What follows belongs to an exercise in optimizing a design on an open flow for small area, a short achievable clock period and few clock cycles; a production flow would make more cautious choices. The RTL was checked by simulation tests, not by an equivalence proof against the original design. No activity file was given, so power comes from the tool's default toggle rates.

**flow/run.sh**
```bash
#!/bin/bash
# synth_recipe.tcl (not shown) runs the flow's synth.tcl, then flattens the netlist and writes it again
# the make line also repeats each setting of config.mk as NAME=value (left out here)
make -C /OpenROAD-flow-scripts/flow DESIGN_CONFIG=/design/flow/config.mk WORK_HOME=/design/flow/orfs CLKGATE_MAP_FILE= SYNTH_SCRIPT=/design/flow/synth_recipe.tcl finish
```
**flow/config.mk**
```make
export PLATFORM = sky130hd
export DESIGN_NAME = cpu_core
export DESIGN_NICKNAME = cpu_core
export VERILOG_FILES = /design/flow/design.v
export SDC_FILE = /design/flow/constraint.sdc
export NUM_CORES = 4
export LEC_CHECK = 0
export CAP_MARGIN = 20
export CORE_MARGIN = 2
export CORE_UTILIZATION = 55
export SETUP_SLACK_MARGIN = 4.5
export SLEW_MARGIN = 20
```
**flow/constraint.sdc**
```tcl
create_clock -name core_clock -period 9.0 [get_ports {clk}]
set_input_delay 1.8000 -clock core_clock [delete_from_list [all_inputs] [get_ports {clk}]]
set_output_delay 1.8000 -clock core_clock [all_outputs]
set_load 0.01 [all_outputs]
```
**flow/design.v**
```verilog
`timescale 1ns/10ps
`default_nettype none
module cpu_core (
    input  logic        clk,
    input  logic        arst_n,
    output logic [15:0] imem_addr,
    input  logic [31:0] imem_rdata,
    output logic [15:0] dmem_addr,
    output logic [15:0] dmem_wdata,
    output logic        dmem_we,
    output logic        dmem_re,
    input  logic [15:0] dmem_rdata
);
    logic        boot;         
    logic [15:0] fa;           
    logic        kill;         
    logic        zf, tf;
    logic [15:0] regs [16];
    logic        e_we, e_fl, e_ld, e_st, e_inv;
    logic        e_s_sum, e_s_and, e_s_or, e_s_slt, e_s_pass;
    logic [3:0]  e_wa;
    logic [15:0] e_a, e_b, e_sd;
    logic [15:0] ar, wd;
    logic        we_r, rd_v;
    logic [3:0]  rd_rt;
    logic        wb_v;
    logic [3:0]  wb_rt;
    logic [15:0] bx, sum, res;
    logic        lt;
    assign bx  = e_b ^ {16{e_inv}};
    assign sum = e_a + bx + {15'd0, e_inv};
    assign lt  = (e_a[15] & ~e_b[15]) | (~(e_a[15] ^ e_b[15]) & sum[15]);
    assign res = ({16{e_s_sum}}  & sum)
               | ({16{e_s_and}}  & (e_a & e_b))
               | ({16{e_s_or}}   & (e_a | e_b))
               | ({16{e_s_pass}} & e_b)
               | {15'd0, e_s_slt & lt};
    logic [15:0] zk;
    logic        z_sum, zf_new, tf_new;
    assign zk     = (e_a ^ bx) ^ {e_a[14:0] | bx[14:0], e_inv};
    assign z_sum  = ~|zk;
    assign zf_new = (e_s_sum & z_sum)
                  | (e_s_and & ~|(e_a & e_b))
                  | (e_s_or  & ~|(e_a | e_b))
                  | (e_s_slt & ~lt);
    assign tf_new = res[0];
    logic [5:0]  op;
    logic [3:0]  rs, rt, rd;
    logic [15:0] imm;
    logic [5:0]  fn;
    assign op  = imem_rdata[31:26];
    assign rs  = imem_rdata[25:22];
    assign rt  = imem_rdata[21:18];
    assign imm = imem_rdata[15:0];
    assign rd  = imm[15:12];
    assign fn  = imm[5:0];
    logic is_r, r_alu, r_jr, is_load, is_store, is_j, is_jal, is_br, is_lit, is_alui;
    assign is_r     = (op == 6'h00);
    assign r_alu    = is_r && (fn == 6'h20 || fn == 6'h22 || fn == 6'h24 || fn == 6'h25 || fn == 6'h2a);
    assign r_jr     = is_r && (fn == 6'h08);
    assign is_load  = (op == 6'h01);
    assign is_store = (op == 6'h02);
    assign is_j     = (op == 6'h03);
    assign is_jal   = (op == 6'h04);
    assign is_br    = (op == 6'h05) || (op == 6'h06) || (op == 6'h07) || (op == 6'h08);
    assign is_lit   = (op == 6'h09);
    assign is_alui  = (op == 6'h0a) || (op == 6'h0b) || (op == 6'h0c) || (op == 6'h0d);
    logic        d_we;
    logic [3:0]  d_wa;
    assign d_we = r_alu || is_alui || is_lit || is_jal;
    assign d_wa = is_r ? rd : (is_jal ? 4'd15 : rt);
    logic [15:0] rs_rf, rt_rf, rs_v, rt_v;
    always_comb begin
        rs_rf = '0;
        rt_rf = '0;
        for (int i = 0; i < 16; i++) begin
            rs_rf = rs_rf | (regs[i] & {16{rs == 4'(i)}});
            rt_rf = rt_rf | (regs[i] & {16{rt == 4'(i)}});
        end
    end
    logic rs_e, rs_w, rt_e, rt_w;
    assign rs_e = e_we && e_wa == rs;
    assign rs_w = !rs_e && wb_v && wb_rt == rs;
    assign rt_e = e_we && e_wa == rt;
    assign rt_w = !rt_e && wb_v && wb_rt == rt;
    assign rs_v = ({16{rs_e}} & res) | ({16{rs_w}} & dmem_rdata) | ({16{!rs_e && !rs_w}} & rs_rf);
    assign rt_v = ({16{rt_e}} & res) | ({16{rt_w}} & dmem_rdata) | ({16{!rt_e && !rt_w}} & rt_rf);
    logic dv, haz, dexec;
    assign dv    = !boot && !kill && !rd_v;
    assign haz   = e_ld && (rs == e_wa || rt == e_wa || (d_we && d_wa == e_wa));
    assign dexec = dv && !haz;
    logic zf_c, tf_c, cond, taken;
    assign zf_c = e_fl ? zf_new : zf;
    assign tf_c = e_fl ? tf_new : tf;
    always_comb begin
        case (op[1:0])
            2'b01:   cond = zf_c;     
            2'b10:   cond = !zf_c;    
            2'b11:   cond = tf_c;     
            default: cond = !tf_c;    
        endcase
    end
    assign taken = dexec && is_br && cond;
    logic        jmp;
    logic [15:0] bt, fa_other, fa_next;
    logic        kill_next;
    assign jmp = dexec && (is_j || is_jal || r_jr);
    assign bt  = fa + imm;
    always_comb begin
        if (boot)            fa_other = 16'd0;
        else if (jmp)        fa_other = is_j ? imm : rs_v;
        else if (dv && haz)  fa_other = fa - 16'd1;      
        else if (e_ld)       fa_other = fa;              
        else                 fa_other = fa + 16'd1;
    end
    assign fa_next   = (taken && !boot) ? bt : fa_other;
    assign kill_next = boot || jmp || taken || (dv && haz);
    logic [15:0] rwd;
    assign rwd = res | ({16{wb_v}} & dmem_rdata);
    always_ff @(posedge clk) begin
        for (int i = 0; i < 16; i++) begin
            if (boot || (wb_v && wb_rt == 4'(i)) || (e_we && e_wa == 4'(i))) regs[i] <= rwd;
        end
    end
    always_ff @(posedge clk or negedge arst_n) begin
        if (!arst_n) boot <= 1'b1;
        else         boot <= 1'b0;
    end
    always_ff @(posedge clk) begin
        fa   <= fa_next;
        kill <= kill_next;
        if (boot) begin
            zf <= 1'b0;
            tf <= 1'b0;
        end else if (e_fl) begin
            zf <= zf_new;
            tf <= tf_new;
        end
        e_we     <= dexec && d_we;
        e_wa     <= d_wa;
        e_fl     <= dexec && (r_alu || is_alui);
        e_ld     <= dexec && is_load;
        e_st     <= dexec && is_store;
        e_inv    <= (is_r && (fn == 6'h22 || fn == 6'h2a)) || op == 6'h0d;
        e_s_and  <= dexec && (is_r ? (fn == 6'h24 && r_alu) : op == 6'h0b);
        e_s_or   <= dexec && (is_r ? (fn == 6'h25 && r_alu) : op == 6'h0c);
        e_s_slt  <= dexec && (is_r ? (fn == 6'h2a && r_alu) : op == 6'h0d);
        e_s_pass <= dexec && (is_lit || is_jal);
        e_s_sum  <= dexec && (is_r ? (r_alu && (fn == 6'h20 || fn == 6'h22))
                                   : (op == 6'h0a));
        e_a      <= rs_v;
        e_b      <= is_r ? rt_v : (is_jal ? fa : imm);
        e_sd     <= rt_v;
        ar    <= sum;
        wd    <= e_sd;
        we_r  <= e_st && !boot;
        rd_v  <= e_ld && !boot;
        rd_rt <= e_wa;
        wb_v  <= rd_v && !boot;
        wb_rt <= rd_rt;
    end
    assign imem_addr  = fa;
    assign dmem_addr  = ar;
    assign dmem_wdata = wd;
    assign dmem_we    = we_r;
    assign dmem_re    = rd_v;
endmodule
`default_nettype wire
```
==> results.cfg, run 1 <==
[cells_and_area]
antennaDiodeCount = 0
num-fill-cells = 2773
regArea_um2 = 10400
final_nets = 2028
area_growth_pct = 20.1
drive_gt1_frac = 0.139
multi_input_area_um2 = 9100

[sta]
fin_skew_ns = 0.0306
min_period_ns = 5.54
fmax_mhz = 180
setup_viol = 0
setup-tns-final_ns = 0
tightestPinTransition_ns = 1.18
finalCritPeriodShare = 0.616
slew-limit-headroom = 0.216
slew_violations = 0
hold_viol_final = 0
rsz0062_at_grt = yes

[global_route]
antenna_found_initial = 3
grt_overflow = 0
grt_use_total = 0.392
grt_max_degree = 38
first_global_vias = 15957
grt_pass1_wl_um = 104000

[placement]
io_buffers = 97
gp_congestion = 0.974
hpwlAfterDp_um = 46400

[run_status]
status = complete, no violations

[floorplan]
die_h_um = 193
die_area_um2 = 37200
rows = 69
start_util = 0.555
ios = 100
core-area_um2 = 35400
die_x_um = 193

[logic_synthesis]
yosys.area_share.simple = 0.130
syn_area_um2 = 19600
synthTopCellsByArea = edfxtp_1 (42%), dfxtp_1 (11%), a22oi_1 (5.0%), ha_1 (3.9%), nor2_1 (2.9%)
synthFlopType = edfxtp_1
synth_fa_ha_area_frac = 0.0419
seq_area_frac_synth = 0.528
synth_mux_area_frac = 0.0248
synth_seq_cells = 381
synthCells = 1785
syn_area_per_cell_um2 = 11.0
postSynth.asyncResetShare = 0.00262
synth_top_area_cell = edfxtp_1
syn_nets = 1899
synth_cell_types = 85
yosys_warnings = 2
synth_edf_count = 272
yosysTopAreaCellShare = 0.416
synth-xor-area-share = 0.0375
synth-compound-area-share = 0.203
synth_top_family_by_area = compound AO/OA/AOI/OAI gates

[clock_tree]
clkTransAtPathRegs_ns = 0.06
clock_latency_ns = 0.59
clock_path_buffers = 3
cts_root_buffer = clkbuf_16
cts_tree = yes
clock_sink_count = 381
numCtsBuffers = 41
htreeDepth = 2

[critical_path]
startpoint_type = primary input
reg2reg_from = e_inv
cp-end-kind = register
required_ns = 9.32
crit_fanout = 5
worstRegToRegCells = 14
critPathKind = primary input to register
arrival_ns = 5.86
regToRegEndpoint = fa[6]
rrSetupSlack_ns = 4.31

[drt]
wl_per_cell_um = 30.6
antenna_left = 0
vias = 17067
drtIter0Drc = 2669
drc = 0
vias_per_cell = 7.10
first_pass_iters = 6
wirelength_um = 73700

[hold_path]
hold_class = register to register
hold_depth = 0
hp-start = rd_rt[0]
holdPathEnd = wb_rt[0]

[power_and_ir_drop]
internal-power_mw = 3.28
p_sw_mw = 1.19
share_seq_of_total_power = 0.464
leakage_nw = 9.24
combPwrFrac = 0.151
power_mw = 4.47
p_per_area_nw_per_um2 = 190
pwr-share-clk = 0.385
peakVddDrop_mv = 0.193
swShare = 0.267

[job]
cap_viol_max_count = 0
-- worst max path at each step --
stage                    from      to  slack (ns)  depth (start not counted)
3_3_place_gp   imem_rdata[29]  fa[15]        1.58                         19
4_1_cts        imem_rdata[27]  fa[15]        3.43                         20
6_report       imem_rdata[27]  fa[15]        3.46                         22
3_5_place_dp   imem_rdata[29]  fa[15]        1.60                         19
5_1_grt        imem_rdata[27]  fa[15]        3.30                         19
2_1_floorplan  imem_rdata[27]  fa[15]        2.87                         17
-- area by class of cell --
class | instances | area share
timing repair buffer | 197 | 0.0821
multi-input combinational | 1230 | 0.386
clock buffer | 55 | 0.0485
clock inverter | 18 | 0.00929
sequential | 381 | 0.439
tap | 461 | 0.0245
inverter | 63 | 0.0100
-- power by group through the flow --
stage	Clock (mW)	Combinational (mW)	Sequential, mW
floorplan	0	0.335	2.10
global placement	0	0.620	2.11
detailed placement	0	0.627	2.11
CTS	1.73	0.649	2.07
global route	1.80	0.710	2.09
finish	1.72	0.673	2.08
-- flip-flops by register name, indices dropped and copies added (netlist names), 4 cells and up --
name   count
e_wa       4
regs     256
e_sd      16
rd_rt      4
wd        16
e_b       16
wb_rt      4
ar        16
fa        16
e_a       16
-- synthesized netlist by cell type (46+ instances only) --
master / count
nand3_1: 53
dfxtp_1: 108
nor2_1: 153
clkbuf_1: 91
inv_1: 63
a22o_1: 56
ha_1: 61
xor2_1: 50
a21oi_1: 79
nor3_1: 46
o21ai_0: 50
a221oi_1: 64
a22oi_1: 130
edfxtp_1: 272
nand2_1: 79
-- through the flow --
step                instance area, um2  utilization  std cells  setup WS [ns]  hold WS [ns]
floorplan                        19700            -       1785           2.87         0.310
global placement                 21400        0.606       2282           1.58         0.310
detailed placement               21400        0.606       2282           1.60         0.312
CTS                              23400        0.662       2396           3.43         0.322
global route                     23600        0.666       2405           3.30         0.323
finish                           23600        0.666       2405           3.46         0.323
-- repair_timing --
item	CTS	global route
hold buffers	0	0
buffers inserted	36	7
gates cloned	5	2
resized for setup	104	24
hold endpoints to repair	0	0
setup endpoints to repair	104	60
pin swaps	41	19
-- worst max-delay path: stages --
cell       delay [ns]
buf_12           0.10
or4_4            0.55
buf_6            0.15
nor2_4           0.13
buf_6            0.13
o221a_4          0.19
a2111oi_4        0.06
a31oi_4          0.22
nor3b_4          0.07
buf_8            0.14
buf_6            0.13
ha_4             0.17
a211o_1          0.29
a2111oi_4        0.39
nor3_2           0.10
a2111oi_4        0.27
a21oi_2          0.12
a31oi_2          0.17
o21ai_1          0.10
xnor2_1          0.17
o22ai_1          0.12
mux2_4           0.28
-- logic make-up (layout without fill, tap and decap cells) --
group,after synthesis,in the layout
buffers and inverters,176,333
xor gates and xnor gates,84,84
adders and majority gates,64,64
other,1,1
and+or+nand+nor,501,503
DFF,381,381
AOI/OAI and AO/OA,532,532
muxes,46,46
-- layer usage --
layer	wire length (um)	vias up	GRT usage
met1	28800	8182	0.558
met5	39	-	0.0146
met3	9840	295	0.102
li1	-	7208	-
met2	31200	1376	0.558
met4	3770	6	0.185
-- placed cells by master (no fill, tap or decap), types with 19 or more instances in the layout --
cell type and instances:
a211o_1 20, a21o_1 21, a21oi_1 75, a221oi_1 64, a22o_1 56, a22oi_1 130
and3_1 19, buf_4 82, clkbuf_16 44, clkdlybuf4s50_1 77, dfxtp_1 107, edfxtp_1 272
ha_1 57, inv_1 63, mux2i_1 33, nand2_1 78, nand2b_1 19, nand3_1 52
nand4_1 30, nor2_1 149, nor3_1 38, o21ai_0 34, xnor2_1 33, xor2_1 50
Testbench counts, summed over its fixed seeds: cycles 10,800.
==> run 2: changes to the inputs <==
--- a/flow/design.v
+++ b/flow/design.v
@@ -27,9 +27,9 @@
     logic [3:0]  wb_rt;
     logic [15:0] bx, sum, res;
     logic        lt;
-    assign bx  = e_b ^ {16{e_inv}};
+    assign bx  = e_b;
     assign sum = e_a + bx + {15'd0, e_inv};
-    assign lt  = (e_a[15] & ~e_b[15]) | (~(e_a[15] ^ e_b[15]) & sum[15]);
+    assign lt  = (e_a[15] & bx[15]) | ((e_a[15] ^ bx[15]) & sum[15]);
     assign res = ({16{e_s_sum}}  & sum)
                | ({16{e_s_and}}  & (e_a & e_b))
                | ({16{e_s_or}}   & (e_a | e_b))
@@ -101,18 +101,28 @@
         endcase
     end
     assign taken = dexec && is_br && cond;
-    logic        jmp;
-    logic [15:0] bt, fa_other, fa_next;
+    logic        jmp, refetch, s_imm, s_rs, s_dec, s_hold, s_inc;
+    logic [15:0] bt, fa_inc, fa_dec, fa_other, fa_next;
     logic        kill_next;
-    assign jmp = dexec && (is_j || is_jal || r_jr);
-    assign bt  = fa + imm;
+    assign jmp     = dexec && (is_j || is_jal || r_jr);
+    assign refetch = dv && haz;                       
+    assign bt      = fa + imm;
     always_comb begin
-        if (boot)            fa_other = 16'd0;
-        else if (jmp)        fa_other = is_j ? imm : rs_v;
-        else if (dv && haz)  fa_other = fa - 16'd1;      
-        else if (e_ld)       fa_other = fa;              
-        else                 fa_other = fa + 16'd1;
+        for (int i = 0; i < 16; i++) begin
+            fa_inc[i] = fa[i] ^ (&(fa | ~((16'd1 << i) - 16'd1)));
+            fa_dec[i] = fa[i] ^ (~|(fa & ((16'd1 << i) - 16'd1)));
+        end
     end
+    assign s_imm  = jmp && is_j;
+    assign s_rs   = jmp && !is_j;
+    assign s_dec  = refetch;
+    assign s_hold = !boot && !jmp && !refetch && e_ld;      
+    assign s_inc  = !boot && !jmp && !refetch && !e_ld;
+    assign fa_other = ({16{s_imm}}  & imm)
+                    | ({16{s_rs}}   & rs_v)
+                    | ({16{s_dec}}  & fa_dec)
+                    | ({16{s_hold}} & fa)
+                    | ({16{s_inc}}  & fa_inc);
     assign fa_next   = (taken && !boot) ? bt : fa_other;
     assign kill_next = boot || jmp || taken || (dv && haz);
     logic [15:0] rwd;
@@ -149,7 +159,8 @@
         e_s_sum  <= dexec && (is_r ? (r_alu && (fn == 6'h20 || fn == 6'h22))
                                    : (op == 6'h0a));
         e_a      <= rs_v;
-        e_b      <= is_r ? rt_v : (is_jal ? fa : imm);
+        e_b      <= (is_r ? rt_v : (is_jal ? fa : imm))
+                    ^ {16{(is_r && (fn == 6'h22 || fn == 6'h2a)) || op == 6'h0d}};
         e_sd     <= rt_v;
         ar    <= sum;
         wd    <= e_sd;
==> run 2 against run 1 <==
  * Utilization shrank 0.83 points
  * Critical endpoint is now fa[5]
  * Critical path depth shrank 10
  * Hold slack better by 0.0022 ns
  * Still clean
  * Die area fell by 2.6%
  * Cell area is 4.1% lower
  * Fmax grew 22%
  * Clock skew shrank 0.0058 ns
  * Sequential cell count did not move
  * Clock power fell by 3%
  * Global-route usage down 0.47 points
==> results.cfg, run 2 <==
[sta]
hold_viol_final = 0
setup-tns-final_ns = 0
fin_skew_ns = 0.0248
slew-limit-headroom = 0.299
tightestPinTransition_ns = 1.05
fin_ws_ns = 4.46
finalCritPeriodShare = 0.504
fmax_mhz = 220
setup_viol = 0
min_period_ns = 4.54
rsz0062_at_grt = yes
slew_violations = 0

[critical_path]
arrival_ns = 5.04
required_ns = 9.51
startpoint = imem_rdata[24]
critPathKind = primary input to register
cp-end-kind = register
reg2reg_from = e_a[0]
worstRegToRegCells = 18
rrSetupSlack_ns = 4.69
startpoint_type = primary input
crit_end = fa[5]
regToRegEndpoint = fa[14]
crit_fanout = 31

[drt]
wirelength_um = 71100
vias = 16257
vias_per_cell = 7.09
wl_per_cell_um = 31.0
drc = 0
first_pass_iters = 6
antenna_left = 0
drtIter0Drc = 2244

[cells_and_area]
largest-register = regs
final_cell_count_no_fill = 2293
final_nets = 1915
largest_reg_flops = 256
area_growth_pct = 18.3
final_common_cell = edfxtp_1
final_cell_mix = edfxtp_1 (256), dfxtp_1 (124), nand2_1 (111)
multi_input_area_um2 = 8700
drive_gt1_frac = 0.131
num-fill-cells = 2666
regArea_um2 = 10200

[clock_tree]
clock_sink_count = 381
clkTransAtPathRegs_ns = 0.06
cts_hold_buf = 0
numCtsBuffers = 41
clock_path_buffers = 3
cts_tree = yes
htreeDepth = 2
clock_latency_ns = 0.58
cts_root_buffer = clkbuf_16

[logic_synthesis]
yosysTopAreaCellShare = 0.402
synth.most_common_cell = edfxtp_1
synthCells = 1708
seq_area_frac_synth = 0.534
synth_seq_cells = 381
yosys.area_share.simple = 0.129
synth_mux_area_frac = 0.0134
synth-xor-area-share = 0.0348
synthFlopType = edfxtp_1
yosys_warnings = 2
synth_cell_types = 86
synth_fa_ha_area_frac = 0.0402
syn_area_um2 = 19100
synth-compound-area-share = 0.213
syn_nets = 1817
synthTopCellsByArea = edfxtp_1 (40%), dfxtp_1 (13%), a221oi_1 (4.7%), a22oi_1 (3.9%), ha_1 (3.6%)
syn_area_per_cell_um2 = 11.2
postSynth.asyncResetShare = 0.00262
synth_edf_count = 256
synth_top_family_by_area = compound AO/OA/AOI/OAI gates
synth_top_area_cell = edfxtp_1
synth_common_cells = edfxtp_1 (256), dfxtp_1 (124), nand2_1 (112)

[global_route]
grt_overflow = 0
antenna_found_initial = 0
grt_pass1_wl_um = 101000
grt_use_total = 0.388
grt_max_degree = 33
first_global_vias = 15206

[floorplan]
ios = 100
die_area_um2 = 36200
die_x_um = 190
core-area_um2 = 34400
die_h_um = 190
start_util = 0.556
rows = 68

[power_and_ir_drop]
peakVddDrop_mv = 0.221
internal-power_mw = 3.33
pwr-share-clk = 0.355
combPwrFrac = 0.188
p_per_area_nw_per_um2 = 206
p_sw_mw = 1.33
leakage_nw = 8.44
swShare = 0.285
share_seq_of_total_power = 0.456

[placement]
dp_slack_ns = 3.11
hpwlAfterDp_um = 45000
io_buffers = 97
gp_congestion = 0.975
dpl.cell_count = 2199

[run_status]
status = complete, no violations

[job]
cap_viol_max_count = 0

[hold_path]
hold_class = register to register
==> run 2: repair_timing <==
item,CTS,global route
setup endpoints to repair,56,19
cloned,0,1
pin swaps,4,11
buffers inserted,6,12
gates resized for setup,43,37
==> run 2: routing by layer <==
layer  share of wire  GRT usage  up-vias  wire length (um)
met5               0          0        -                 0
met4           0.066      0.247        0              4690
met3            0.11     0.0933      291              8150
met2            0.45      0.608     1141             32300
met1            0.36      0.482     7872             25900
li1                -          -     6953                 -
==> run 2: cell type report <==
class,instances,area share
sequential,381,0.451
multi-input combinational,1154,0.385
timing repair buffer,170,0.0712
clock buffer,52,0.0500
tap,455,0.0252
inverter,58,0.00974
clock inverter,22,0.00780
antenna,1,0.000111
==> run 2: how the worst min path moves through the flow <==
stage | start | end | slack (ns) | cells after the start
finish | e_sd[11] | wd[11] | 0.33 | 0
global route | e_sd[14] | wd[14] | 0.33 | 0
CTS | e_sd[11] | wd[11] | 0.33 | 0
detailed placement | e_sd[2] | wd[2] | 0.31 | 0
global placement | rd_rt[3] | wb_rt[3] | 0.31 | 0
floorplan | rd_rt[0] | wb_rt[0] | 0.31 | 0
==> run 2: cell families after synthesis <==
group,count (synthesis)
xor+xnor,76
flops,381
other cells,1
buf+inv,173
compound gates,545
mux,24
fa+ha+maj,59
simple gates,449
==> run 2: power by group through the flow <==
stage / sequential (mW) / combinational, mW / clock, mW
after floorplan: 2.14 / 0.457 / 0
after global placement: 2.15 / 0.818 / 0
after detailed placement: 2.16 / 0.829 / 0
after CTS: 2.12 / 0.844 / 1.67
after global routing: 2.14 / 0.930 / 1.73
final: 2.13 / 0.877 / 1.66
==> run 2: through the flow <==
step,power [mW],cell area (um2),utilization,hold slack (ns)
after floorplan,2.60,19100,-,0.310
after global placement,2.97,20900,0.607,0.310
after detailed placement,2.98,20900,0.607,0.312
after CTS,4.63,22300,0.650,0.325
after global routing,4.80,22600,0.658,0.327
final,4.66,22600,0.658,0.326
==> run 2: worst max-delay path: stages <==
cell	delay, ns
clkdlybuf4s50_1	0.47
buf_6	0.30
nor4bb_4	0.53
buf_4	0.39
a22o_1	0.18
a221oi_1	0.05
nand4_1	0.24
mux2_2	0.21
nor2_1	0.04
a21oi_1	0.46
a222oi_1	0.17
a21oi_1	0.17
Testbench counts of run 2, summed over its fixed seeds: cycles 10,800.
==> run 3: changes to the inputs <==
--- a/flow/design.v
+++ b/flow/design.v
@@ -16,7 +16,10 @@
     logic        kill;         
     logic        zf, tf;
     logic [15:0] regs [16];
-    logic        e_we, e_fl, e_ld, e_st, e_inv;
+    logic        e_v;
+    logic        e_we_d, e_fl_d, e_ld_d, e_st_d, e_inv;
+    logic        e_sum_d, e_and_d, e_or_d, e_slt_d, e_pass_d;
+    logic        e_we, e_fl, e_ld, e_st;
     logic        e_s_sum, e_s_and, e_s_or, e_s_slt, e_s_pass;
     logic [3:0]  e_wa;
     logic [15:0] e_a, e_b, e_sd;
@@ -25,6 +28,15 @@
     logic [3:0]  rd_rt;
     logic        wb_v;
     logic [3:0]  wb_rt;
+    assign e_we     = e_v && e_we_d;
+    assign e_fl     = e_v && e_fl_d;
+    assign e_ld     = e_v && e_ld_d;
+    assign e_st     = e_v && e_st_d;
+    assign e_s_sum  = e_v && e_sum_d;
+    assign e_s_and  = e_v && e_and_d;
+    assign e_s_or   = e_v && e_or_d;
+    assign e_s_slt  = e_v && e_slt_d;
+    assign e_s_pass = e_v && e_pass_d;
     logic [15:0] bx, sum, res;
     logic        lt;
     assign bx  = e_b;
@@ -87,7 +99,7 @@
     assign rt_v = ({16{rt_e}} & res) | ({16{rt_w}} & dmem_rdata) | ({16{!rt_e && !rt_w}} & rt_rf);
     logic dv, haz, dexec;
     assign dv    = !boot && !kill && !rd_v;
-    assign haz   = e_ld && (rs == e_wa || rt == e_wa || (d_we && d_wa == e_wa));
+    assign haz   = e_ld && (rs == e_wa || rt == e_wa);
     assign dexec = dv && !haz;
     logic zf_c, tf_c, cond, taken;
     assign zf_c = e_fl ? zf_new : zf;
@@ -146,18 +158,18 @@
             zf <= zf_new;
             tf <= tf_new;
         end
-        e_we     <= dexec && d_we;
+        e_v      <= dexec;
+        e_we_d   <= d_we;
         e_wa     <= d_wa;
-        e_fl     <= dexec && (r_alu || is_alui);
-        e_ld     <= dexec && is_load;
-        e_st     <= dexec && is_store;
+        e_fl_d   <= r_alu || is_alui;
+        e_ld_d   <= is_load;
+        e_st_d   <= is_store;
         e_inv    <= (is_r && (fn == 6'h22 || fn == 6'h2a)) || op == 6'h0d;
-        e_s_and  <= dexec && (is_r ? (fn == 6'h24 && r_alu) : op == 6'h0b);
-        e_s_or   <= dexec && (is_r ? (fn == 6'h25 && r_alu) : op == 6'h0c);
-        e_s_slt  <= dexec && (is_r ? (fn == 6'h2a && r_alu) : op == 6'h0d);
-        e_s_pass <= dexec && (is_lit || is_jal);
-        e_s_sum  <= dexec && (is_r ? (r_alu && (fn == 6'h20 || fn == 6'h22))
-                                   : (op == 6'h0a));
+        e_and_d  <= is_r ? (fn == 6'h24) : op == 6'h0b;
+        e_or_d   <= is_r ? (fn == 6'h25) : op == 6'h0c;
+        e_slt_d  <= is_r ? (fn == 6'h2a) : op == 6'h0d;
+        e_pass_d <= is_lit || is_jal;
+        e_sum_d  <= is_r ? (fn == 6'h20 || fn == 6'h22) : (op == 6'h0a);
         e_a      <= rs_v;
         e_b      <= (is_r ? rt_v : (is_jal ? fa : imm))
                     ^ {16{(is_r && (fn == 6'h22 || fn == 6'h2a)) || op == 6'h0d}};
@@ -167,7 +179,7 @@
         we_r  <= e_st && !boot;
         rd_v  <= e_ld && !boot;
         rd_rt <= e_wa;
-        wb_v  <= rd_v && !boot;
+        wb_v  <= rd_v && !boot && !(e_we && e_wa == rd_rt);    
         wb_rt <= rd_rt;
     end
     assign imem_addr  = fa;
--- a/flow/config.mk
+++ b/flow/config.mk
@@ -5,8 +5,9 @@
 export SDC_FILE = /design/flow/constraint.sdc
 export NUM_CORES = 4
 export LEC_CHECK = 0
+export ABC_AREA = 1
 export CAP_MARGIN = 20
 export CORE_MARGIN = 2
-export CORE_UTILIZATION = 55
-export SETUP_SLACK_MARGIN = 4.5
+export CORE_UTILIZATION = 70
+export SETUP_SLACK_MARGIN = 5
 export SLEW_MARGIN = 20
==> run 3 against run 2 <==
  * Fmax is 15% higher
  * Clock-buffer cell count fell by 2
  * Largest cell class unchanged
  * Die area fell by 15%
==> results.cfg, run 3 <==
[run_status]
status = complete, no violations

[logic_synthesis]
synth-compound-area-share = 0.104
syn_area_per_cell_um2 = 7.99
synth_edf_count = 256
syn_nets = 2701
synth_common_cells = nand2_1 (824), inv_1 (313), nor2_1 (266)
synth_seq_cells = 382
yosys.area_share.simple = 0.271
synthFlopType = edfxtp_1
synthCells = 2592
seq_area_frac_synth = 0.493
synth_cell_types = 58
yosys_warnings = 2
postSynth.asyncResetShare = 0.00262
synth_top_area_cell = edfxtp_1
synth_top_family_by_area = simple AND/OR/NAND/NOR gates
syn_area_um2 = 20700
yosysTopAreaCellShare = 0.371
synth_mux_area_frac = 0.000483
synth.most_common_cell = nand2_1
synth_fa_ha_area_frac = 0.0371
synth-xor-area-share = 0.0182
synthTopCellsByArea = edfxtp_1 (37%), nand2_1 (15%), dfxtp_1 (12%), inv_1 (5.7%), nor2_1 (4.8%)

[drt]
vias = 21367
drtIter0Drc = 5034
wl_per_cell_um = 25.8
wirelength_um = 81100
vias_per_cell = 6.79
first_pass_iters = 12
drc = 0
antenna_left = 0

[power_and_ir_drop]
internal-power_mw = 3.29
peakVddDrop_mv = 0.195
p_per_area_nw_per_um2 = 189
combPwrFrac = 0.166
leakage_nw = 10.6
power_mw = 4.57
pwr-share-clk = 0.384
p_sw_mw = 1.28
share_seq_of_total_power = 0.450
swShare = 0.280

[floorplan]
die_area_um2 = 31000
die_h_um = 176
core-area_um2 = 28900
ios = 100
rows = 62
die_x_um = 176
start_util = 0.716

[clock_tree]
clkTransAtPathRegs_ns = 0.06
clock_latency_ns = 0.56
clock_sink_count = 382
clock_path_buffers = 3
cts_tree = yes
numCtsBuffers = 39
cts_root_buffer = clkbuf_16
htreeDepth = 2

[critical_path]
reg2reg_from = e_b[6]
worstRegToRegCells = 21
cp_common_cell = nand2_1
crit_fanout = 9
slowest_stage = dlymetal6s2s_1
max_stage_delay_ns = 0.42
rrSetupSlack_ns = 5.17
startpoint = imem_rdata[25]
regToRegEndpoint = fa[8]
critPathKind = primary input to register
arrival_ns = 4.42
crit_family = simple AND/OR/NAND/NOR gates
path_cells = dlymetal6s2s_1 > inv_2 > nand2_1 > o21ai_0 > inv_1 > nand2_1 > nor2_1 > nand2_1 > inv_1 > nand2_1 > nand3_1 > nand2_1 > nand3_1 > nand2_1 > inv_1
startpoint_type = primary input
required_ns = 9.48
cp_num_buf_inv = 5
cp-end-kind = register

[cells_and_area]
drive_gt1_frac = 0.0938
largest_reg_flops = 256
final_common_cell = nand2_1
area_growth_pct = 16.5
final_nets = 2840
final_cell_count_no_fill = 3147
final_cell_mix = nand2_1 (806), inv_1 (308), edfxtp_1 (256)
num-fill-cells = 1691
largest-register = regs

[placement]
gp_congestion = 1.04
hpwlAfterDp_um = 53100
io_buffers = 97
dpl.cell_count = 3044

[sta]
min_period_ns = 3.94
slew-limit-headroom = 0.128
tightestPinTransition_ns = 1.30
hold_viol_final = 0
fmax_mhz = 254
slew_violations = 0
setup_viol = 0
fin_skew_ns = 0.0284
setup-tns-final_ns = 0
rsz0062_at_grt = no
finalCritPeriodShare = 0.438

[hold_path]
holdPathEnd = wd[2]
hp-start = e_sd[2]
hold_depth = 0
hold_class = register to register

[global_route]
grt_pass1_wl_um = 118000
antenna_found_initial = 5
first_global_vias = 20292
grt_overflow = 0
grt_use_total = 0.519
grt_max_degree = 21

[job]
cap_viol_max_count = 0
## run 3: logic make-up after synthesis
family,Yosys count
flip-flops,382
other,1
multiplexers,1
adder cells (fa/ha/maj),59
buffers and inverters,392
AND/OR/NAND/NOR,1352
XOR/XNOR,43
AO/OA/AOI/OAI,362
## run 3: power by group through the flow
| stage | Combinational, mW | Clock [mW] | Sequential, mW |
|---|---|---|---|
| floorplan | 0.382 | 0 | 2.09 |
| global placement | 0.671 | 0 | 2.08 |
| detailed placement | 0.689 | 0 | 2.09 |
| CTS | 0.708 | 1.73 | 2.05 |
| global route | 0.800 | 1.81 | 2.06 |
| finish | 0.760 | 1.76 | 2.06 |
## run 3: cell type report
cell class / count / area (um2) / area share
clock buffer: 50 / 1060 / 0.0438
timing repair buffer: 151 / 1440 / 0.0596
multi-input combinational: 1820 / 9330 / 0.386
tap: 384 / 480 / 0.0199
sequential: 382 / 10200 / 0.423
inverter: 337 / 1290 / 0.0534
clock inverter: 21 / 328 / 0.0136
antenna: 2 / 5.00 / 0.000207
## run 3: how the worst max path moves through the flow
stage                         to  slack (ns)  cells past startpoint
after global routing       fa[8]        4.99                     21
final                      fa[8]        5.06                     15
after CTS                 fa[14]        4.93                     15
after floorplan           fa[10]        5.49                     14
after global placement    e_b[1]        3.99                     12
after detailed placement  e_b[1]        3.97                     12
## run 3: repair_timing
| item | CTS | global route |
|---|---|---|
| hold endpoints to repair | 0 | 0 |
| endpoints found under the setup margin | 42 | 39 |
| pin swaps | 3 | 3 |
| hold buffers | 0 | 0 |
| gates cloned | 2 | 0 |
| resized for setup | 48 | 45 |
| buffers inserted | 18 | 8 |
## run 3: stage by stage
step                      area, um2  setup WS [ns]  hold slack, ns  utilization
after global routing          24100           4.99           0.324        0.834
final                         24100           5.06           0.318        0.834
after floorplan               20700           5.49           0.310            -
after CTS                     23900           4.93           0.315        0.828
after global placement        22200           3.99           0.312        0.767
after detailed placement      22200           3.97           0.312        0.767
## run 3: metal layers
layer,track usage,wire (um),vias to the layer above
met5,0.00641,89,-
met4,0.332,7840,4
met3,0.243,16100,735
met2,0.732,32100,2340
met1,0.641,25000,9446
li1,-,-,8842
Testbench counts of run 3, summed over its fixed seeds: cycles 10,799.
==> run 4: changes to the inputs <==
==> flow/flow/run.sh (new file) <==
#!/bin/bash
# Layout flow: the standard ORFS flow (standard.sh) with two changes:
#  - the port buffers are sky130_fd_sc_hd__buf_2 instead of the default pick;
#  - repair_timing aims at a setup margin of 5.8 ns instead of config.mk's 5.
# The SDC, floorplan, power grid, synthesis and all other steps are the standard ones.
# ORFS writes each step's full tool output to orfs/logs/; make's own output goes to
# standard.log here.
set -o pipefail
bash standard.sh \
    "BUFFER_PORTS_ARGS=-buffer_cell sky130_fd_sc_hd__buf_2" \
    SETUP_SLACK_MARGIN=5.8 \
    finish > standard.log 2>&1
==> flow/standard.sh (new file) <==
#!/bin/bash
# synth_recipe.tcl (not shown) runs the flow's synth.tcl, then flattens the netlist and writes it again
# the make line also repeats each setting of config.mk as NAME=value (left out here)
make -C /OpenROAD-flow-scripts/flow DESIGN_CONFIG=/design/flow/config.mk WORK_HOME=/design/flow/orfs CLKGATE_MAP_FILE= SYNTH_SCRIPT=/design/flow/synth_recipe.tcl "${@:-finish}"
--- a/flow/config.mk
+++ b/flow/config.mk
@@ -8,6 +8,6 @@
 export ABC_AREA = 1
 export CAP_MARGIN = 20
 export CORE_MARGIN = 2
-export CORE_UTILIZATION = 70
+export CORE_UTILIZATION = 60
 export SETUP_SLACK_MARGIN = 5
 export SLEW_MARGIN = 20
removed: flow/run.sh
==> run 4 against run 3 <==
  * Clock-buffer cell count did not move
  * Synthesized cell count unchanged
  * Sequential cell count did not move
  * Utilization decreased by 8.1 points
  * Critical path type unchanged
==> results.cfg, run 4 <==
[placement]
gp_congestion = 1.03
dp_slack_ns = 4.39
place_area_um2 = 21800
hpwlAfterDp_um = 52400
io_buffers = 97
dpl.cell_count = 3106

[critical_path]
arrival_ns = 3.80
crit_fanout = 7
max_stage_delay_ns = 0.27
worstRegToRegCells = 21
critPathKind = primary input to register
cp_common_cell = nand2_1
path_cells = buf_6 > inv_6 > o21ai_0 > nor2_1 > nand3_1 > nand2_4 > clkinvlp_4 > buf_12 > o21ai_1 > nand3_2 > nand2_1 > nand4_1 > nand2_2 > nand2_1
required_ns = 9.47
cp-end-kind = register
startpoint_type = primary input
slowest_stage = nor2_1

[clock_tree]
numCtsBuffers = 41
clkTransAtPathRegs_ns = 0.06
clock_path_buffers = 3
cts_tree = yes
cts_root_buffer = clkbuf_16
clock_sink_count = 382
htreeDepth = 2
clock_latency_ns = 0.60

[drt]
wl_per_cell_um = 24.3
vias_per_cell = 6.23
drc = 0
antenna_left = 0
first_pass_iters = 8
vias = 20635
drtIter0Drc = 3261
wirelength_um = 80400

[logic_synthesis]
synth_seq_cells = 382
synth-xor-area-share = 0.0182
synth_common_cells = nand2_1 (824), inv_1 (313), nor2_1 (266)
yosysTopAreaCellShare = 0.371
synthFlopType = edfxtp_1
synthTopCellsByArea = edfxtp_1 (37%), nand2_1 (15%), dfxtp_1 (12%), inv_1 (5.7%), nor2_1 (4.8%)
synth.most_common_cell = nand2_1
synth_cell_types = 58
synth-compound-area-share = 0.104
synth_top_family_by_area = simple AND/OR/NAND/NOR gates
synth_mux_area_frac = 0.000483
syn_area_um2 = 20700
yosys_warnings = 2
synthCells = 2592
yosys.area_share.simple = 0.271
syn_area_per_cell_um2 = 7.99
synth_top_area_cell = edfxtp_1
seq_area_frac_synth = 0.493
synth_edf_count = 256
synth_fa_ha_area_frac = 0.0371
postSynth.asyncResetShare = 0.00262
syn_nets = 2701

[floorplan]
die_h_um = 190
rows = 68
core-area_um2 = 34300
die_area_um2 = 36000
start_util = 0.604
die_x_um = 190
ios = 100

[cells_and_area]
final_nets = 2932
final_cell_mix = nand2_1 (736), inv_1 (283), edfxtp_1 (256)
area_growth_pct = 24.7
drive_gt1_frac = 0.222
final_cell_count_no_fill = 3310
antennaDiodeCount = 0
final_common_cell = nand2_1
final_area_um2 = 25800
largest_reg_flops = 256
num-fill-cells = 2471
fin_util = 0.753
largest-register = regs

[sta]
setup-tns-final_ns = 0
rsz0062_at_grt = yes
fin_ws_ns = 5.67
slew_violations = 0
timing.hold.ws_ns = 0.322
finalCritPeriodShare = 0.370
setup_viol = 0
hold_viol_final = 0
fmax_mhz = 301
min_period_ns = 3.33
fin_skew_ns = 0.0265
slew-limit-headroom = 0.216
tightestPinTransition_ns = 1.17

[hold_path]
hold_class = register to register
hold_depth = 0

[power_and_ir_drop]
leakage_nw = 11.4
peakVddDrop_mv = 0.205
p_per_area_nw_per_um2 = 182
power_mw = 4.69

[global_route]
grt_overflow = 0
first_global_vias = 18597
grt_max_degree = 21
antenna_found_initial = 1
grt_use_total = 0.432
grt_pass1_wl_um = 114000

[job]
cap_viol_max_count = 0

[run_status]
status = complete, no violations
-- run 4: cell counts after synthesis --
Identical to the previous run, type by type.
-- run 4: area by class of cell --
type / instances / area [um2] / share of cell area
multi-input cells: 1822 / 10400 / 0.401
flip-flops and latches: 382 / 10300 / 0.397
repair buffers: 239 / 1850 / 0.0714
inverters: 337 / 1370 / 0.0531
clock buffers: 50 / 1110 / 0.0431
well taps: 455 / 569 / 0.0220
clock inverters: 25 / 317 / 0.0123
-- run 4: metal layers --
layer / wire (um) / global-route usage / part of all wire
met3: 12300 / 0.116 / 0.15
met5: 10 / 0 / 0.00012
met4: 5650 / 0.246 / 0.070
met2: 32900 / 0.621 / 0.41
met1: 29600 / 0.592 / 0.37
-- run 4: critical path, delay by kind of cell --
kind / cells / cell delay [ns]
AOI/OAI and AO/OA: 2 / 0.26
buffers and inverters: 4 / 0.53
and+or+nand+nor: 8 / 1.18
-- run 4: cells by family (layout without fill, tap and decap cells) --
family / after synthesis / in the layout
AOI/OAI and AO/OA: 362 / 362
xor gates and xnor gates: 43 / 43
buffers and inverters: 392 / 651
other: 1 / 1
muxes: 1 / 1
DFF: 382 / 382
and+or+nand+nor: 1352 / 1356
adders and majority gates: 59 / 59
-- run 4: worst paths after layout --
check	startpoint	slack (ns)	endpoint
setup / recovery	imem_rdata[23]	5.67	fa[5]
hold / removal	e_sd[8]	0.32	wd[8]
setup reg to reg	e_a[0]	5.82	fa[5]
hold reg to reg	e_sd[8]	0.32	wd[8]
max in group asynchronous	arst_n	7.84	boot
min in group asynchronous	arst_n	1.14	boot
-- run 4: what timing repair did --
| action | in CTS | in global routing |
|---|---|---|
| resized for setup | 186 | 212 |
| setup buffers | 42 | 78 |
| pin swaps | 22 | 86 |
| cloned | 3 | 2 |
| hold buffers | 0 | 0 |
| endpoints found under the setup margin | 80 | 66 |
-- run 4: power breakdown --
part / internal [mW] / switching [mW]
clock network: 1.04 / 0.752
logic: 0.298 / 0.549
registers: 1.99 / 0.0608
==> run 5: changes to the inputs <==
--- a/flow/config.mk
+++ b/flow/config.mk
@@ -9,5 +9,7 @@
 export CAP_MARGIN = 20
 export CORE_MARGIN = 2
 export CORE_UTILIZATION = 60
+export CTS_CLUSTER_DIAMETER = 60
+export CTS_CLUSTER_SIZE = 30
 export SETUP_SLACK_MARGIN = 5
 export SLEW_MARGIN = 20
==> run 5 against run 4 <==
  * Still clean
  * Fmax rose by 0.47%
  * Sequential power is essentially flat
  * Sequential share of layout area barely moved
  * Die area is the same
  * Register-to-register slack lost 0.03 ns
  * Non-clock buffer count rose by 1
  * Sequential cell count stayed put
  * Combinational power increased by 0.7%
  * Global-route usage shrank 0.23 points
  * Setup slack gained 0.016 ns
  * Synthesized cell count unchanged
  * Via count is 0.65% higher
  * Critical path type unchanged
  * Largest power group unchanged
==> results.cfg, run 5 <==
[logic_synthesis]
postSynth.asyncResetShare = 0.00262
synth.most_common_cell = nand2_1
yosys.area_share.simple = 0.271
syn_area_um2 = 20700
synth_fa_ha_area_frac = 0.0371
synth_mux_area_frac = 0.000483
synth-compound-area-share = 0.104
synth_seq_cells = 382
synthTopCellsByArea = edfxtp_1 (37%), nand2_1 (15%), dfxtp_1 (12%), inv_1 (5.7%), nor2_1 (4.8%)
yosysTopAreaCellShare = 0.371
syn_area_per_cell_um2 = 7.99
synth_top_family_by_area = simple AND/OR/NAND/NOR gates
synth_edf_count = 256
synthFlopType = edfxtp_1
seq_area_frac_synth = 0.493
synth_common_cells = nand2_1 (824), inv_1 (313), nor2_1 (266)
syn_nets = 2701
yosys_warnings = 2
synthCells = 2592
synth_top_area_cell = edfxtp_1
synth_cell_types = 58
synth-xor-area-share = 0.0182

[placement]
hpwlAfterDp_um = 52400
gp_congestion = 1.03
io_buffers = 97
place_area_um2 = 21800
dpl.cell_count = 3106

[drt]
vias = 20770
drtIter0Drc = 3637
vias_per_cell = 6.30
first_pass_iters = 8
antenna_left = 0
wirelength_um = 80900
drc = 0
wl_per_cell_um = 24.5

[sta]
min_period_ns = 3.31
slew_violations = 0
setup-tns-final_ns = 0
fmax_mhz = 302
slew-limit-headroom = 0.148
finalCritPeriodShare = 0.368
fin_skew_ns = 0.0516
tightestPinTransition_ns = 1.27
rsz0062_at_grt = yes
setup_viol = 0
hold_viol_final = 0

[critical_path]
regToRegEndpoint = fa[4]
required_ns = 9.45
arrival_ns = 3.76
cp_num_buf_inv = 4
crit_family = simple AND/OR/NAND/NOR gates
rrSetupSlack_ns = 5.79
worstRegToRegCells = 20
startpoint = imem_rdata[25]
max_stage_delay_ns = 0.20
cp_common_cell = nand2_1
critPathKind = primary input to register
slowest_stage = nand3_2
cp-end-kind = register
startpoint_type = primary input
reg2reg_from = e_a[6]
crit_fanout = 6
path_cells = buf_6 > inv_4 > nand2_1 > nand2_1 > nor2_2 > nand3_4 > nand2_4 > clkinvlp_4 > buf_12 > o21ai_1 > nand3_2 > nand2_1 > nand4_1 > nand2_2 > nand2_1

[hold_path]
hold_depth = 0
hold_class = register to register
hp-start = e_sd[8]
holdPathEnd = wd[8]

[cells_and_area]
final_cell_count_no_fill = 3298
final_common_cell = nand2_1
area_growth_pct = 24.6
largest_reg_flops = 256
fin_util = 0.753
final_area_um2 = 25800
num-fill-cells = 2478
drive_gt1_frac = 0.224
final_nets = 2928
antennaDiodeCount = 0
largest-register = regs
final_cell_mix = nand2_1 (731), inv_1 (286), edfxtp_1 (256)

[power_and_ir_drop]
peakVddDrop_mv = 0.230
p_per_area_nw_per_um2 = 175
leakage_nw = 11.4

[floorplan]
die_area_um2 = 36000
start_util = 0.604
die_h_um = 190
ios = 100
rows = 68
die_x_um = 190
core-area_um2 = 34300

[global_route]
grt_use_total = 0.430
grt_max_degree = 24
grt_pass1_wl_um = 113000
grt_overflow = 0
first_global_vias = 18471
antenna_found_initial = 1

[clock_tree]
htreeDepth = 2
clkTransAtPathRegs_ns = 0.08
cts_tree = yes
clock_latency_ns = 0.60
cts_root_buffer = clkbuf_16
numCtsBuffers = 34
clock_sink_count = 382
clock_path_buffers = 3
cts_hold_buf = 0

[job]
cap_viol_max_count = 0

[run_status]
status = complete, no violations
-- run 5: worst max path at each step --
stage | depth (start not counted) | endpoint
2_1_floorplan | 14 | fa[10]
3_3_place_gp | 14 | e_b[14]
3_5_place_dp | 15 | e_b[14]
4_1_cts | 15 | fa[11]
5_1_grt | 20 | fa[4]
6_report | 15 | fa[5]
-- run 5: area by class of cell --
class                      count  area, um2  share of cell area
timing repair buffer         240       1870              0.0726
clock buffer                  34        851              0.0330
timing repair inverter         1       16.3            0.000630
clock inverter                26        362              0.0140
inverter                     337       1380              0.0533
sequential                   382      10300               0.397
multi-input combinational   1823      10500               0.407
tap                          455        569              0.0221
-- run 5: layer usage --
layer / track usage / wire length [um]
met5: 0 / 14
met4: 0.231 / 5480
met3: 0.112 / 12600
met2: 0.614 / 33100
met1: 0.601 / 29700
-- run 5: logic make-up after synthesis --
group                      Yosys count
buffers and inverters              392
AOI/OAI and AO/OA                  362
DFF                                382
and+or+nand+nor                   1352
adders and majority gates           59
other                                1
muxes                                1
xor gates and xnor gates            43
-- run 5: repair_timing --
item | in CTS | in global routing
hold endpoints to repair | 0 | 0
cloned | 4 | 2
pin swaps | 29 | 86
setup endpoints to repair | 81 | 51
setup buffers | 43 | 79
gates resized for setup | 201 | 226
-- run 5: stage by stage --
stage          worst slack, ns  power, mW  hold slack, ns
2_1_floorplan             5.66       2.47           0.310
3_3_place_gp              4.34       2.72           0.312
3_5_place_dp              4.39       2.73           0.312
4_1_cts                   5.77       4.36           0.316
5_1_grt                   5.54       4.63           0.332
6_report                  5.69       4.52           0.320
-- run 5: power breakdown --
| group | internal, mW | switching, mW | total, mW |
|---|---|---|---|
| Sequential | 1.99 | 0.0600 | 2.05 |
| Combinational | 0.296 | 0.557 | 0.853 |
| Clock | 0.815 | 0.802 | 1.62 |
==> run 6: changes to the inputs <==
==> flow/flow/run.sh (replaced) <==
#!/bin/bash
# Layout flow: the standard ORFS flow (standard.sh) with two changes:
#  - the port buffers are sky130_fd_sc_hd__buf_2 instead of the default pick;
#  - repair_timing aims at a setup margin of 5.6 ns instead of config.mk's 5.
# The SDC, floorplan, power grid, synthesis and all other steps are the standard ones.
# ORFS writes each step's full tool output to orfs/logs/; make's own output goes to
# standard.log here.
set -o pipefail
bash standard.sh \
    "BUFFER_PORTS_ARGS=-buffer_cell sky130_fd_sc_hd__buf_2" \
    SETUP_SLACK_MARGIN=5.6 \
    finish > standard.log 2>&1
--- a/flow/config.mk
+++ b/flow/config.mk
@@ -9,7 +9,5 @@
 export CAP_MARGIN = 20
 export CORE_MARGIN = 2
 export CORE_UTILIZATION = 60
-export CTS_CLUSTER_DIAMETER = 60
-export CTS_CLUSTER_SIZE = 30
 export SETUP_SLACK_MARGIN = 5
 export SLEW_MARGIN = 20
==> run 6 against run 5 <==
  * Combinational power shrank 8.2%
  * First-iteration DRC count shrank 5.4%
  * Cell area shrank 4.2%
  * Cell count shrank 1.7%
  * Sequential share of layout area grew 1.7 points
  * Sequential power is essentially flat
  * Via count shrank 2.7%
==> results.cfg, run 6 <==
[global_route]
antenna_found_initial = 2
grt_overflow = 0
grt_use_total = 0.428
grt_max_degree = 21
first_global_vias = 18560
grt_pass1_wl_um = 113000

[placement]
dpl.cell_count = 3105
place_area_um2 = 21800
io_buffers = 97
dp_slack_ns = 4.30
hpwlAfterDp_um = 53300
gp_congestion = 1.03

[power_and_ir_drop]
pwr-share-clk = 0.391
swShare = 0.284
internal-power_mw = 3.33
leakage_nw = 11.0
share_seq_of_total_power = 0.440
p_sw_mw = 1.32
peakVddDrop_mv = 0.186
p_per_area_nw_per_um2 = 188
combPwrFrac = 0.168

[logic_synthesis]
synthCells = 2592
synthTopCellsByArea = edfxtp_1 (37%), nand2_1 (15%), dfxtp_1 (12%), inv_1 (5.7%), nor2_1 (4.8%)
synth_seq_cells = 382
syn_area_per_cell_um2 = 7.99
yosysTopAreaCellShare = 0.371
synth_edf_count = 256
synth_top_area_cell = edfxtp_1
yosys_warnings = 2
synth_common_cells = nand2_1 (824), inv_1 (313), nor2_1 (266)
synthFlopType = edfxtp_1
synth_cell_types = 58
syn_area_um2 = 20700
synth.most_common_cell = nand2_1
postSynth.asyncResetShare = 0.00262
seq_area_frac_synth = 0.493
syn_nets = 2701

[cells_and_area]
largest-register = regs
final_nets = 2866
final_common_cell = nand2_1
area_growth_pct = 19.4
final_area_um2 = 24700
antennaDiodeCount = 0
drive_gt1_frac = 0.169
final_cell_count_no_fill = 3243
largest_reg_flops = 256
final_cell_mix = nand2_1 (776), inv_1 (302), edfxtp_1 (256)

[sta]
tightestPinTransition_ns = 1.22
finalCritPeriodShare = 0.386
slew-limit-headroom = 0.187
setup-tns-final_ns = 0
slew_violations = 0
timing.hold.ws_ns = 0.325
min_period_ns = 3.47
rsz0062_at_grt = yes
fin_skew_ns = 0.0268
fmax_mhz = 288
setup_viol = 0
fin_ws_ns = 5.53
hold_viol_final = 0

[clock_tree]
htreeDepth = 2
clkTransAtPathRegs_ns = 0.06
clock_path_buffers = 3
cts_root_buffer = clkbuf_16
cts_tree = yes
clock_latency_ns = 0.60
cts_hold_buf = 0
numCtsBuffers = 41
clock_sink_count = 382

[floorplan]
die_x_um = 190
start_util = 0.604
die_h_um = 190
ios = 100
rows = 68
die_area_um2 = 36000
core-area_um2 = 34300

[drt]
vias_per_cell = 6.23
wl_per_cell_um = 24.4
vias = 20210
drtIter0Drc = 3441
first_pass_iters = 7
drc = 0
antenna_left = 0
wirelength_um = 79200

[critical_path]
rrSetupSlack_ns = 5.68
path_cells = clkbuf_4 > inv_2 > nand2_2 > nor2_2 > nand2_1 > o21ai_0 > nor2_1 > nand4_1 > nand2_1 > nand2_1 > nand2_1 > nand3b_1 > nand2_1 > nand2_1
required_ns = 9.54
slowest_stage = nor2_2
cp_common_cell = nand2_1
arrival_ns = 4.01
crit_family = simple AND/OR/NAND/NOR gates
critPathKind = primary input to register
cp-end-kind = register
startpoint_type = primary input
cp_num_buf_inv = 2
crit_fanout = 7
max_stage_delay_ns = 0.62

[hold_path]
hold_class = register to register

[run_status]
status = complete, no violations

[job]
cap_viol_max_count = 0
-- run 6: cell counts after synthesis --
Identical to the previous run, type by type.
-- run 6: cell families (layout without fill, tap and decap cells) --
logic type,Yosys count,count (layout),share of synthesized area
AOI/OAI and AO/OA,362,362,0.104
xor gates and xnor gates,43,43,0.0182
adders and majority gates,59,59,0.0371
buffers and inverters,392,584,0.0757
DFF,382,382,0.493
muxes,1,1,0.000483
other,1,1,0.000181
and+or+nand+nor,1352,1356,0.271
-- run 6: path summary, 6_finish.rpt --
kind	depth (start not counted)	from	to
worst max-delay path	14	imem_rdata[23]	fa[3]
worst min-delay path	0	e_sd[2]	wd[2]
worst max register to register	21	e_b[12]	fa[0]
worst min register to register	0	e_sd[2]	wd[2]
max in group asynchronous	1	arst_n	boot
min in group asynchronous	1	arst_n	boot
-- run 6: worst reg2reg max path, stage by stage (launching register included) --
cell     delay, ns
dfxtp_1       0.33
inv_1         0.08
ha_4          0.28
buf_4         0.14
a21oi_2       0.19
nand2_1       0.10
a21oi_2       0.14
nand2_1       0.09
nand2_2       0.16
a21oi_4       0.09
fa_2          0.38
a21oi_2       0.16
o21ai_0       0.10
nor2_1        0.11
nand2_1       0.11
nand2_1       0.10
nand2_1       0.09
nand3_4       0.13
nand2_8       0.11
buf_4         0.16
nand2_1       0.09
nand2_1       0.05
-- run 6: cell type report --
class                      instances  area, um2
sequential                       382      10200
multi-input combinational       1822       9970
fill                            2635       9560
inverter                         337       1320
timing repair buffer             173       1200
clock buffer                      50       1140
tap                              455        569
clock inverter                    24        294
-- run 6: metrics by stage --
step / util / power [mW]
3_5_place_dp: 0.637 / 2.73
3_3_place_gp: 0.636 / 2.72
5_1_grt: 0.721 / 4.76
2_1_floorplan: - / 2.47
4_1_cts: 0.692 / 4.53
6_report: 0.721 / 4.65
-- run 6: power by group through the flow --
stage,sequential [mW],combinational (mW),clock (mW)
after global placement,2.08,0.641,0
after floorplan,2.09,0.383,0
after detailed placement,2.08,0.652,0
after global routing,2.06,0.830,1.87
final,2.05,0.783,1.82
after CTS,2.05,0.675,1.81
-- run 6: per-layer routing --
layer	wire length (um)	track usage	vias up
met2	31600	0.607	1698
met4	5990	0.251	4
met3	12700	0.125	431
li1	-	-	8923
met5	54	0.00275	-
met1	28900	0.583	9154
-- run 6: what timing repair did --
item	CTS	global route
cloned	1	4
buffers inserted	20	34
pin swaps	3	33
gates resized for setup	92	151
endpoints found under the setup margin	61	53
==> run 7: changes to the inputs <==
==> flow/flow/run.sh (replaced) <==
#!/bin/bash
# Layout flow: the standard ORFS flow (standard.sh) with two changes:
#  - the port buffers are sky130_fd_sc_hd__buf_2 instead of the default pick;
#  - repair_timing aims at a setup margin of 5.7 ns instead of config.mk's 5.
# The SDC, floorplan, power grid, synthesis and all other steps are the standard ones.
# ORFS writes each step's full tool output to orfs/logs/; make's own output goes to
# standard.log here.
set -o pipefail
bash standard.sh \
    "BUFFER_PORTS_ARGS=-buffer_cell sky130_fd_sc_hd__buf_2" \
    SETUP_SLACK_MARGIN=5.7 \
    finish > standard.log 2>&1
--- a/flow/config.mk
+++ b/flow/config.mk
@@ -8,6 +8,8 @@
 export ABC_AREA = 1
 export CAP_MARGIN = 20
 export CORE_MARGIN = 2
-export CORE_UTILIZATION = 60
+export CORE_UTILIZATION = 65
+export CTS_CLUSTER_DIAMETER = 60
+export CTS_CLUSTER_SIZE = 30
 export SETUP_SLACK_MARGIN = 5
 export SLEW_MARGIN = 20
==> run 7 against run 6 <==
  * Hold slack gained 0.0066 ns
  * Fmax rose by 3.0%
  * Routed wire length rose by 1.1%
  * Global-route usage rose by 2.9 points
  * Clock power down 13%
  * Combinational power grew 3.1%
  * Highest routed layer is now met4
  * Setup slack gained 0.10 ns
  * Cell count fell by 1.5%
  * Sequential power about the same
  * Still clean on timing, DRC and antenna
==> results.cfg, run 7 <==
[run_status]
status = complete, no violations

[logic_synthesis]
synth_cell_types = 58
syn_area_um2 = 20700
synth_top_area_cell = edfxtp_1
synth_common_cells = nand2_1 (824), inv_1 (313), nor2_1 (266)
seq_area_frac_synth = 0.493
syn_nets = 2701
postSynth.asyncResetShare = 0.00262
synthCells = 2592
yosys_warnings = 2
syn_area_per_cell_um2 = 7.99
synth_seq_cells = 382
yosysTopAreaCellShare = 0.371
synthTopCellsByArea = edfxtp_1 (37%), nand2_1 (15%), dfxtp_1 (12%), inv_1 (5.7%), nor2_1 (4.8%)
synth_edf_count = 256
synthFlopType = edfxtp_1
synth.most_common_cell = nand2_1

[drt]
first_pass_iters = 17
drtIter0Drc = 3671
vias_per_cell = 6.54
wirelength_um = 80100
drc = 0
antenna_left = 0
vias = 20884
wl_per_cell_um = 25.1

[sta]
setup_viol = 0
slew_violations = 0
fmax_mhz = 296
hold_viol_final = 0
finalCritPeriodShare = 0.375
min_period_ns = 3.37
rsz0062_at_grt = yes
fin_skew_ns = 0.0323
tightestPinTransition_ns = 1.19
setup-tns-final_ns = 0
slew-limit-headroom = 0.203

[floorplan]
die_x_um = 183
die_area_um2 = 33300
core-area_um2 = 31500
rows = 65
die_h_um = 183
start_util = 0.658
ios = 100

[clock_tree]
clkTransAtPathRegs_ns = 0.08
numCtsBuffers = 31
cts_hold_buf = 0
htreeDepth = 1
cts_tree = yes
clock_sink_count = 382
cts_root_buffer = clkbuf_16
clock_latency_ns = 0.63
clock_path_buffers = 3

[critical_path]
cp_common_cell = nand2_1
path_cells = clkbuf_4 > nor2_4 > nand2_4 > inv_1 > nand2_1 > nand3_1 > nor2_1 > nand3_2 > a21oi_1 > nand2_2 > nand2_1 > nand3_1 > nand2_1 > nand2_1
slowest_stage = nand2_4
crit_fanout = 11
max_stage_delay_ns = 0.27
required_ns = 9.51
critPathKind = primary input to register
cp-end-kind = register
arrival_ns = 3.88
startpoint_type = primary input

[power_and_ir_drop]
leakage_nw = 11.0
peakVddDrop_mv = 0.227
p_per_area_nw_per_um2 = 179
power_mw = 4.44

[cells_and_area]
fin_util = 0.790
largest-register = regs
largest_reg_flops = 256
final_nets = 2872
final_common_cell = nand2_1
final_cell_count_no_fill = 3193
final_area_um2 = 24800
final_cell_mix = nand2_1 (762), inv_1 (296), edfxtp_1 (256)
drive_gt1_frac = 0.188
area_growth_pct = 19.9

[global_route]
antenna_found_initial = 0
grtUsageMet3 = 0.120
grt_use_met1 = 0.617
busiest_layer = met2
grt_overflow = 0
grt_use_total = 0.458
grtUsageMet2 = 0.667
grt_max_degree = 30
first_global_vias = 18651
grt_pass1_wl_um = 112000

[job]
cap_viol_max_count = 0

[placement]
dpl.cell_count = 3051
place_area_um2 = 21800
hpwlAfterDp_um = 52600
gp_congestion = 1.05
io_buffers = 97

[hold_path]
hold_class = register to register
## run 7: cell counts after synthesis
No cell type changed its count.
## run 7: path summary, 6_finish.rpt
check,start,endpoint,slack (ns),cells after the start
worst min-delay path,e_sd[3],wd[3],0.33,0
worst min register to register,e_sd[3],wd[3],0.33,0
worst max register to register,e_b[6],fa[11],5.76,21
worst max-delay path,imem_rdata[22],fa[13],5.63,14
min in group asynchronous,arst_n,boot,1.09,1
max in group asynchronous,arst_n,boot,7.89,1
## run 7: layout make-up
cell class,instances,area (um2)
clock inverters,25,415
clock buffers,32,801
well taps,402,503
inverters,337,1350
repair inverters,1,8.76
fillers,2150,6630
repair buffers,188,1330
flip-flops and latches,382,10200
diodes,4,10.0
multi-input cells,1822,10200
## run 7: layer usage
metal  wire [um]  part of all wire
met4        6330             0.079
met1       27400              0.34
met3       13600              0.17
met5           0                 0
met2       32800              0.41
## run 7: kinds of logic (layout without fill, tap and decap cells)
group | Yosys count | count (layout) | synth area share
AOI/OAI and AO/OA | 362 | 362 | 0.104
xor gates and xnor gates | 43 | 43 | 0.0182
adders and majority gates | 59 | 59 | 0.0371
buffers and inverters | 392 | 583 | 0.0757
DFF | 382 | 382 | 0.493
muxes | 1 | 1 | 0.000483
other | 1 | 5 | 0.000181
and+or+nand+nor | 1352 | 1356 | 0.271
## run 7: where the power goes
part | switching, mW | internal, mW
logic | 0.538 | 0.269
registers | 0.0625 | 1.99
clock network | 0.843 | 0.746
total | 1.44 | 3.00
## run 7: critical path, delay by kind of cell
kind                   cells  cell delay, ns
buffers and inverters      2            0.47
AO/OA/AOI/OAI              1            0.22
AND/OR/NAND/NOR           11            1.36
## run 7: through the flow
step	hold WS, ns	setup slack, ns
floorplan	0.310	5.66
global placement	0.312	4.46
detailed placement	0.313	4.46
CTS	0.333	5.70
global route	0.336	5.61
finish	0.332	5.63
## run 7: timing repair
action,4_1_cts,5_1_grt
endpoints found under the setup margin,57,50
setup buffers,32,39
endpoints found under the hold margin,0,0
resized for setup,135,183
pin swaps,10,52
gates cloned,2,3
==> run 8: changes to the inputs <==
--- a/flow/config.mk
+++ b/flow/config.mk
@@ -8,8 +8,8 @@
 export ABC_AREA = 1
 export CAP_MARGIN = 20
 export CORE_MARGIN = 2
-export CORE_UTILIZATION = 65
-export CTS_CLUSTER_DIAMETER = 60
-export CTS_CLUSTER_SIZE = 30
+export CORE_UTILIZATION = 60
+export CTS_CLUSTER_DIAMETER = 100
+export CTS_CLUSTER_SIZE = 20
 export SETUP_SLACK_MARGIN = 5
 export SLEW_MARGIN = 20
==> run 8 against run 7 <==
  * Global-route usage shrank 3.2 points
  * First-iteration DRC count shrank 7.1%
  * Register-to-register slack better by 0.02 ns
  * Sequential power is essentially flat
  * Cell count up 1.1%
  * Setup slack improved by 0.064 ns
  * Utilization down 7.8 points
  * Fmax up 1.9%
  * Power down 12%
  * Non-clock buffer count is 5 lower
  * Still clean
==> results.cfg, run 8 <==
[sta]
rsz0062_at_grt = yes
fmax_mhz = 302
fin_ws_ns = 5.69
slew-limit-headroom = 0.223
hold_viol_final = 0
tightestPinTransition_ns = 1.17
setup_viol = 0
setup-tns-final_ns = 0
slew_violations = 0

[logic_synthesis]
synthFlopType = edfxtp_1
synth_edf_count = 256
synth.most_common_cell = nand2_1
synth_cell_types = 58
synthTopCellsByArea = edfxtp_1 (37%), nand2_1 (15%), dfxtp_1 (12%), inv_1 (5.7%), nor2_1 (4.8%)
syn_area_um2 = 20700
postSynth.asyncResetShare = 0.00262
synthCells = 2592
synth_common_cells = nand2_1 (824), inv_1 (313), nor2_1 (266)
yosys_warnings = 2
seq_area_frac_synth = 0.493
syn_nets = 2701

[placement]
hpwlAfterDp_um = 52500
dpl.cell_count = 3110
place_area_um2 = 21900
gp_congestion = 1.04
dp_slack_ns = 4.27

[critical_path]
crit_family = simple AND/OR/NAND/NOR gates
max_stage_delay_ns = 0.22
crit_fanout = 11
cp_num_buf_inv = 5
cp-end-kind = register
cp_common_cell = nand2_1
critPathKind = primary input to register
slowest_stage = o21ai_1

[power_and_ir_drop]
peakVddDrop_mv = 0.181
p_per_area_nw_per_um2 = 161
leakage_nw = 10.6

[global_route]
grt_overflow = 0
grt_use_total = 0.426
first_global_vias = 18141
grt_pass1_wl_um = 112000
grt_max_degree = 22

[clock_tree]
htreeDepth = 1
cts_root_buffer = clkbuf_16
clock_latency_ns = 0.59
clock_path_buffers = 3
cts_tree = yes
numCtsBuffers = 23
clkTransAtPathRegs_ns = 0.08
clock_sink_count = 382

[cells_and_area]
final_common_cell = nand2_1
largest-register = regs
num-fill-cells = 2739
final_cell_count_no_fill = 3228
final_area_um2 = 24400
area_growth_pct = 17.7
fin_util = 0.711
largest_reg_flops = 256

[floorplan]
ios = 100
start_util = 0.604
rows = 68
die_area_um2 = 36000

[drt]
wirelength_um = 78000
drtIter0Drc = 3410
vias = 20056
drc = 0
wl_per_cell_um = 24.2
vias_per_cell = 6.21

[run_status]
status = complete, no violations

[hold_path]
hold_class = register to register

[job]
cap_viol_max_count = 0
run 8: cell counts after synthesis:
Identical to the previous run, type by type.
run 8: worst register-to-register path, stage by stage, from the launching register on:
cell     delay, ns
dfxtp_4       0.38
fa_2          0.43
nand2_1       0.09
nand2_1       0.07
nand3_2       0.08
nand2_2       0.07
nand2_2       0.08
nand2_1       0.09
nand2_4       0.11
a21oi_4       0.07
fa_2          0.36
a21oi_2       0.18
o21ai_1       0.10
nor2_1        0.13
nand2_2       0.10
nand2_1       0.09
nand2_1       0.09
nand3_4       0.16
nand2_8       0.12
buf_4         0.16
nand2_1       0.09
nand2_1       0.05
run 8: what timing repair did:
action                     in CTS  in global routing
setup buffers                  27                 35
gates cloned                    5                  3
setup endpoints to repair      73                 50
gates resized for setup       163                167
hold buffers                    0                  0
pin swaps                      16                 45
run 8: metal layers:
layer  up-vias  part of all wire  track usage
met2      1631              0.41        0.619
met3       342              0.15        0.101
li1       8913                 -            -
met1      9170              0.37        0.593
met5         -                 0            0
met4         0             0.069        0.226
run 8: cell type report:
type	count	area [um2]	share of cell area
multi-input combinational	1824	10200	0.419
tap	455	569	0.0234
antenna	4	10.0	0.000411
timing repair inverter	2	11.3	0.000462
timing repair buffer	183	1280	0.0526
clock inverter	2	28.8	0.00118
inverter	337	1390	0.0570
sequential	382	10200	0.420
clock buffer	39	636	0.0261
run 8: kinds of logic after synthesis:
logic type                 share of synthesized area
and+or+nand+nor                                0.271
AOI/OAI and AO/OA                              0.104
DFF                                            0.493
other                                       0.000181
buffers and inverters                         0.0757
muxes                                       0.000483
xor gates and xnor gates                      0.0182
adders and majority gates                     0.0371
run 8: final timing paths:
path                       slack (ns)  endpoint  depth (start not counted)      startpoint
max                              5.69   e_b[10]                         17  imem_rdata[20]
min                              0.33     wd[3]                          0         e_sd[3]
max reg2reg                      5.78     fa[0]                         21          e_a[0]
min reg2reg                      0.33     wd[3]                          0         e_sd[3]
max in group asynchronous        7.83      boot                          1          arst_n
min in group asynchronous        1.16      boot                          1          arst_n
run 8: where the power goes:
group          total (mW)  switching, mW  internal (mW)
clock                1.09          0.599          0.490
sequential           2.04         0.0584           1.99
combinational       0.789          0.527          0.262
total                3.92           1.18           2.74
run 8: stage by stage:
step,power [mW],hold WS [ns]
2_1_floorplan,2.47,0.310
3_5_place_dp,2.74,0.313
4_1_cts,3.83,0.332
6_report,3.92,0.333
3_3_place_gp,2.72,0.312
5_1_grt,4.04,0.337

Re-timed with assumed drivers on the ports (clkbuf_16 on the clock, buf_2 on other inputs), run 8 has 5.716 ns of setup slack against 5.691 ns with ideal ports, and 5.088 ns once port delays also move by the mid clock arrival of 0.628 ns.
